Background: an optimization exercise with open tools, aiming at small area and a short achievable clock period. Do not read the settings as production practice. The RTL was checked by simulation tests, not by an equivalence proof against the original design. No activity file was given, so power comes from the tool's default toggle rates. The flow treats the clock pin as an ideal source, which a real chip does not have.

Design dcache_top, start of the top module:
module dcache_top (
	input  logic        clk,
	input  logic        rst,
	input  logic [31:0] cpu_addr,
	input  logic [3:0]  cpu_byte_en,
	input  logic        cpu_read,
	input  logic        cpu_write,
	input  logic [31:0] cpu_wr_data,
	output logic [31:0] cpu_rd_data,
	output logic        cpu_stall,
	output logic [31:0] mem_addr,
	output logic        mem_addr_valid,
	output logic        mem_we,
	output logic [31:0] mem_wr_data,
	output logic        mem_wr_valid,
	output logic        mem_wr_last,
	input  logic        mem_addr_ready,
	input  logic        mem_rd_valid,
	input  logic [31:0] mem_rd_data,
	input  logic        mem_wr_ready,
	input  logic        mem_wr_done
);
clock: 6.5 ns
lec_check: 0
cap_margin: 20
core_margin: 2
core_utilization: 70
place_density: 0.8
setup_slack_margin: 2.0
slew_margin: 20
synth_hierarchical: 1
synth_minimum_keep_size: 0
tns_end_percent: 100
buffer_ports_args: -buffer_cell sky130_fd_sc_hd__buf_2
cts_args: -sink_clustering_enable -repair_clock_nets -dont_use_dummy_load -sink_clustering_size 12 -sink_clustering_max_diameter 50 -buf_list {sky130_fd_sc_hd__clkbuf_4 sky130_fd_sc_hd__clkbuf_8}
standard.sh (not shown) runs the stock make flow with config.mk's settings and CLKGATE_MAP_FILE= SYNTH_SCRIPT=/design/flow/synth_recipe.tcl, a recipe that flattens the netlist after the stock synthesis.
==> flow/flow/run.sh <==
#!/bin/bash
# The standard layout with two changes to how it is made:
#  - ports get plain buffers (buf_2) instead of the resizer's default pick, a delay cell;
#  - the clock tree uses clkbuf_4/clkbuf_8, clusters of up to 12 sinks within 50 um,
#    and no dummy loads.
# Synthesis, floorplan, power grid, placement, repair and routing are the standard flow's.
# make's full output goes to flow_make.log here; ORFS keeps each step's log under orfs/logs.
set -euo pipefail
cat >> config.mk <<'EOC'
export BUFFER_PORTS_ARGS = -buffer_cell sky130_fd_sc_hd__buf_2
export CTS_ARGS = -sink_clustering_enable -repair_clock_nets -dont_use_dummy_load -sink_clustering_size 12 -sink_clustering_max_diameter 50 -buf_list {sky130_fd_sc_hd__clkbuf_4 sky130_fd_sc_hd__clkbuf_8}
EOC
bash standard.sh > flow_make.log 2>&1
Then changed:
--- a/flow/design.v
+++ b/flow/design.v
@@ -34,64 +34,46 @@
 	assign y[1] = ~a[1] &  a[0];
 	assign y[2] =  a[1] & ~a[0];
 	assign y[3] =  a[1] &  a[0];
 endmodule
 module cache_word_read #(
 	parameter int W = 32
 ) (
 	input  logic [15:0]     sel,    
 	input  logic [16*W-1:0] d,      
-	output logic [W-1:0]    qn_c,   
-	output logic [W-1:0]    qn_m    
+	output logic [W-1:0]    qn      
 );
 	logic [7:0][W-1:0] p;    
 	logic [1:0][W-1:0] h;    
 	for (genvar i = 0; i < 8; i++) begin : g_pair
 		cache_aoi22 #(.W(W)) u_p (
 			.s0 (sel[2*i]),     .d0 (d[(2*i)*W +: W]),
 			.s1 (sel[2*i+1]),   .d1 (d[(2*i+1)*W +: W]),
 			.y  (p[i])
 		);
 	end
 	for (genvar j = 0; j < 2; j++) begin : g_half
 		cache_nand4 #(.W(W)) u_h (
 			.a (p[4*j]), .b (p[4*j+1]), .c (p[4*j+2]), .d (p[4*j+3]),
 			.y (h[j])
 		);
 	end
-	cache_nor2 #(.W(W)) u_qc (.a(h[0]), .b(h[1]), .y(qn_c));
-	cache_nor2 #(.W(W)) u_qm (.a(h[0]), .b(h[1]), .y(qn_m));
+	cache_nor2 #(.W(W)) u_q (.a(h[0]), .b(h[1]), .y(qn));
 endmodule
 module cache_aoi22 #(
 	parameter int W = 32
 ) (
 	input  logic         s0,
 	input  logic         s1,
 	input  logic [W-1:0] d0,
 	input  logic [W-1:0] d1,
 	output logic [W-1:0] y
 );
-	for (genvar i = 0; i < W; i = i + 2) begin : g_b
-		localparam int PW = (W - i < 2) ? W - i : 2;
-		cache_aoi22_n #(.W(PW)) u_g (
-			.s0(s0), .s1(s1), .d0(d0[i +: PW]), .d1(d1[i +: PW]), .y(y[i +: PW])
-		);
-	end
-endmodule
-module cache_aoi22_n #(
-	parameter int W = 2
-) (
-	input  logic         s0,
-	input  logic         s1,
-	input  logic [W-1:0] d0,
-	input  logic [W-1:0] d1,
-	output logic [W-1:0] y
-);
 	assign y = ~(({W{s0}} & d0) | ({W{s1}} & d1));
 endmodule
 module cache_nand4 #(
 	parameter int W = 32
 ) (
 	input  logic [W-1:0] a,
 	input  logic [W-1:0] b,
 	input  logic [W-1:0] c,
 	input  logic [W-1:0] d,
@@ -326,50 +308,49 @@
 		.req     (cpu_req),
 		.busy    (busy),
 		.sv0     (sv_h[0]),
 		.sv1     (sv_h[1]),
 		.eq0     (eqp[0]),
 		.eq1     (eqp[1]),
 		.stall   (cpu_stall)
 	);
 	logic [NW-1:0][31:0] rword_n;      
-	logic [NW-1:0][31:0] rword_mn;     
-	logic [NS-1:0]       set_n;
+	logic [NS-1:0]       set_n, set_n_r;
+	logic [NO-1:0]       off_n;
+	cache_dec4n    u_set_n   (.a(idx), .yn(set_n));
+	cache_dec4n    u_set_n_r (.a(idx), .yn(set_n_r));
 	logic [NO-1:0]       off_n_w;      
-	assign set_n = ~set_dec;
+	cache_offsel_n u_off_n   (.off(cpu_off), .boh(burst_oh), .idle(idle_q), .yn(off_n));
 	cache_offsel_n u_off_n_w (.off(cpu_off), .boh(burst_oh), .idle(idle_q), .yn(off_n_w));
-	logic [NW-1:0][NS-1:0]    set_n_r;
-	logic [NW-1:0][NO-1:0]    off_n;
-	logic [NW-1:0][NS*NO-1:0] rsel_r;
+	logic [NW-1:0][NS*NO-1:0] rsel_r;    
 	for (genvar w = 0; w < NW; w++) begin : g_rword
-		cache_dec4n    u_set_n_r (.a(idx), .yn(set_n_r[w]));
-		cache_offsel_n u_off_n   (.off(cpu_off), .boh(burst_oh), .idle(idle_q), .yn(off_n[w]));
-		cache_sel16n   u_rsel    (.sn(set_n_r[w]), .on(off_n[w]), .k(rsel_r[w]));
+		cache_sel16n u_rsel (.sn(set_n_r), .on(off_n), .k(rsel_r[w]));
 		cache_word_read #(.W(32)) u_rd (
 			.sel (rsel_r[w]),
 			.d   (data_q[w]),
-			.qn_c (rword_n[w]),
-			.qn_m (rword_mn[w])
+			.qn  (rword_n[w])
 		);
 	end
 	for (genvar b = 0; b < 4; b++) begin : g_rbyte
 		cache_hit_mux #(.NS(NS), .W(8)) u_hmux (
 			.sv1     (sv_h[1]),
 			.eq1     (eqp[1]),
 			.d0n     (rword_n[0][8*b +: 8]),
 			.d1n     (rword_n[1][8*b +: 8]),
 			.q       (cpu_rd_data[8*b +: 8])
 		);
 	end
-	assign mem_wr_data = ~(vway ? rword_mn[1] : rword_mn[0]);
+	assign mem_wr_data = ~(vway ? rword_n[1] : rword_n[0]);
+	logic [NS-1:0] set_v;
 	logic [TW-1:0] vtag;
+	cache_dec4 u_set_dec_v (.a(idx), .y(set_v));
 	cache_tag_read #(.W(TW)) u_vtag (
-		.sel ({set_dec & {NS{vway}}, set_dec & {NS{~vway}}}),
+		.sel ({set_v & {NS{vway}}, set_v & {NS{~vway}}}),
 		.d   (tag_q),
 		.q   (vtag)
 	);
 	assign mem_addr_valid = mav;
 	assign mem_we         = s_wb;
 	assign mem_wr_valid   = s_wb;
 	assign mem_wr_last    = s_wb & (beat == 2'd3);
 	assign mem_addr       = s_wb ? {vtag, idx, 4'b0000} : {cpu_tag, idx, 4'b0000};
 	logic          wen;
Routed wire length shrinks by 4.5%. Via count shrinks by 4.5%. Cell count shrinks by about 2.5%. Design area shrinks by about 0.9%. Non-clock buffer count shrinks by 53. Clock skew grows by 12 ps. Sequential power hardly moves. Count of clock-buffer cells in the layout shrinks by 12. Worst hold slack got worse by 30 ps. Sequential share of layout area grows by 0.57 points. Die area grows by 2.5%. Maximum frequency grows by 5.8%. Power shrinks by 2.6%. Worst setup slack improved by 270 ps.

* * *

## the reference run
Another version of the RTL of dcache_top (not shown whole).
For scale: ~1300 flip-flops, about 210 I/O pins, roughly 0.050 mm^2 of cells after synthesis.
## dcache_top
module dcache_top (
	input  logic        clk,
	input  logic        rst,
	input  logic [31:0] cpu_addr,
	input  logic [3:0]  cpu_byte_en,
	input  logic        cpu_read,
	input  logic        cpu_write,
	input  logic [31:0] cpu_wr_data,
	output logic [31:0] cpu_rd_data,
	output logic        cpu_stall,
	output logic [31:0] mem_addr,
	output logic        mem_addr_valid,
	output logic        mem_we,
	output logic [31:0] mem_wr_data,
	output logic        mem_wr_valid,
	output logic        mem_wr_last,
	input  logic        mem_addr_ready,
	input  logic        mem_rd_valid,
	input  logic [31:0] mem_rd_data,
	input  logic        mem_wr_ready,
	input  logic        mem_wr_done
);
==> flow/config.mk <==
export PLATFORM = sky130hd
export DESIGN_NAME = dcache_top
export DESIGN_NICKNAME = dcache_top
export VERILOG_FILES = /design/flow/design.v
export SDC_FILE = /design/flow/constraint.sdc
export NUM_CORES = 4
export LEC_CHECK = 0
export CAP_MARGIN = 20
export CORE_MARGIN = 2
export CORE_UTILIZATION = 70
export PLACE_DENSITY = 0.8
export SETUP_SLACK_MARGIN = 2.0
export SLEW_MARGIN = 20
export SYNTH_HIERARCHICAL = 1
export SYNTH_MINIMUM_KEEP_SIZE = 0
export TNS_END_PERCENT = 100
export BUFFER_PORTS_ARGS = -buffer_cell sky130_fd_sc_hd__buf_2
export CTS_ARGS = -sink_clustering_enable -repair_clock_nets -dont_use_dummy_load -sink_clustering_size 30 -sink_clustering_max_diameter 80 -buf_list {sky130_fd_sc_hd__clkbuf_8 sky130_fd_sc_hd__clkbuf_16}
==> flow/constraint.sdc <==
create_clock -name core_clock -period 6.5 [get_ports {clk}]
set_input_delay 1.3000 -clock core_clock [delete_from_list [all_inputs] [get_ports {clk}]]
set_output_delay 1.3000 -clock core_clock [all_outputs]
set_load 0.01 [all_outputs]
==> flow/flow/run.sh <==
#!/bin/bash
# The standard layout with two changes to how it is made:
#  - ports get plain buffers (buf_2) instead of the resizer's default pick, a delay cell;
#  - the clock tree uses clkbuf_8/clkbuf_16, clusters of up to 30 sinks within 80 um,
#    and no dummy loads.
# Synthesis, floorplan, power grid, placement, repair and routing are the standard flow's.
# make's full output goes to flow_make.log here; ORFS keeps each step's log under orfs/logs.
set -euo pipefail
cat >> config.mk <<'EOC'
export BUFFER_PORTS_ARGS = -buffer_cell sky130_fd_sc_hd__buf_2
export CTS_ARGS = -sink_clustering_enable -repair_clock_nets -dont_use_dummy_load -sink_clustering_size 30 -sink_clustering_max_diameter 80 -buf_list {sky130_fd_sc_hd__clkbuf_8 sky130_fd_sc_hd__clkbuf_16}
EOC
bash standard.sh > flow_make.log 2>&1
Changes in the trial run relative to the reference run:
--- a/flow/design.v
+++ b/flow/design.v
@@ -330,17 +330,17 @@
 		.eq0     (eqp[0]),
 		.eq1     (eqp[1]),
 		.stall   (cpu_stall)
 	);
 	logic [NW-1:0][31:0] rword_n;      
 	logic [NW-1:0][31:0] rword_mn;     
 	logic [NS-1:0]       set_n;
 	logic [NO-1:0]       off_n_w;      
-	cache_dec4n    u_set_n   (.a(idx), .yn(set_n));
+	assign set_n = ~set_dec;
 	cache_offsel_n u_off_n_w (.off(cpu_off), .boh(burst_oh), .idle(idle_q), .yn(off_n_w));
 	logic [NW-1:0][NS-1:0]    set_n_r;
 	logic [NW-1:0][NO-1:0]    off_n;
 	logic [NW-1:0][NS*NO-1:0] rsel_r;
 	for (genvar w = 0; w < NW; w++) begin : g_rword
 		cache_dec4n    u_set_n_r (.a(idx), .yn(set_n_r[w]));
 		cache_offsel_n u_off_n   (.off(cpu_off), .boh(burst_oh), .idle(idle_q), .yn(off_n[w]));
 		cache_sel16n   u_rsel    (.sn(set_n_r[w]), .on(off_n[w]), .k(rsel_r[w]));
@@ -356,21 +356,19 @@
 			.sv1     (sv_h[1]),
 			.eq1     (eqp[1]),
 			.d0n     (rword_n[0][8*b +: 8]),
 			.d1n     (rword_n[1][8*b +: 8]),
 			.q       (cpu_rd_data[8*b +: 8])
 		);
 	end
 	assign mem_wr_data = ~(vway ? rword_mn[1] : rword_mn[0]);
-	logic [NS-1:0] set_v;
 	logic [TW-1:0] vtag;
-	cache_dec4 u_set_dec_v (.a(idx), .y(set_v));
 	cache_tag_read #(.W(TW)) u_vtag (
-		.sel ({set_v & {NS{vway}}, set_v & {NS{~vway}}}),
+		.sel ({set_dec & {NS{vway}}, set_dec & {NS{~vway}}}),
 		.d   (tag_q),
 		.q   (vtag)
 	);
 	assign mem_addr_valid = mav;
 	assign mem_we         = s_wb;
 	assign mem_wr_valid   = s_wb;
 	assign mem_wr_last    = s_wb & (beat == 2'd3);
 	assign mem_addr       = s_wb ? {vtag, idx, 4'b0000} : {cpu_tag, idx, 4'b0000};
Results
The setup slack of the trial run is larger than that of the reference run. The total clock buffers created by CTS reported for the trial run is greater than that of the reference run by 2.0%. For the hold slack, the trial run came in 0.021 ns higher than the reference run did. Time the final worst path needs with I/O delays and setup in the trial run vs the reference run: down 0.028 ns. The estimated power of the trial run ends up higher than the estimate for the reference run. The launching instance or port of the critical path comes out cpu_addr[19] in one run and cpu_addr[5] in the other, namely in the trial run and the reference run respectively.

## afterwards: timing with drivers on the ports
No port has a modelled driver above. Below, the same layouts with a new extraction and two added sets of constraints.
Step 1, drivers: a clkbuf_16 drives clk and a buf_2 each remaining input, both assumed.
Step 2 adds t to the input delays and takes it off the output delays; t is the mean of the earliest and latest rising clock arrival at the registers after step 1. Input paths then give back, and output paths get back, about the clock's delay inside the block.
a / b / c = ideal ports / drivers / drivers and shift; a / b = the first two.
run | t, ns | setup WS [ns] | hold WS [ns] | worst setup path after step 2 | latest minus earliest clock arrival (ns)
the first run of note 1 | 0.828 | 1.595 / 1.421 / 1.064 | 0.481 / 0.440 / 0.487 | input to register | 0.068 / 0.068
the second run of note 1 | 0.810 | 1.864 / 1.705 / 1.462 | 0.452 / 0.452 / 0.452 | input to register | 0.089 / 0.089
the reference run | 0.703 | 1.897 / 1.740 / 1.431 | 0.461 / 0.461 / 0.461 | input to register | 0.054 / 0.054
the trial run | 0.707 | 1.925 / 1.767 / 1.258 | 0.482 / 0.482 / 0.482 | input to register | 0.048 / 0.048
After both steps every run listed still meets setup and hold. For the trial run, which loses most, drivers alone change the setup slack by -0.158 ns; drivers and shift together by -0.667 ns.
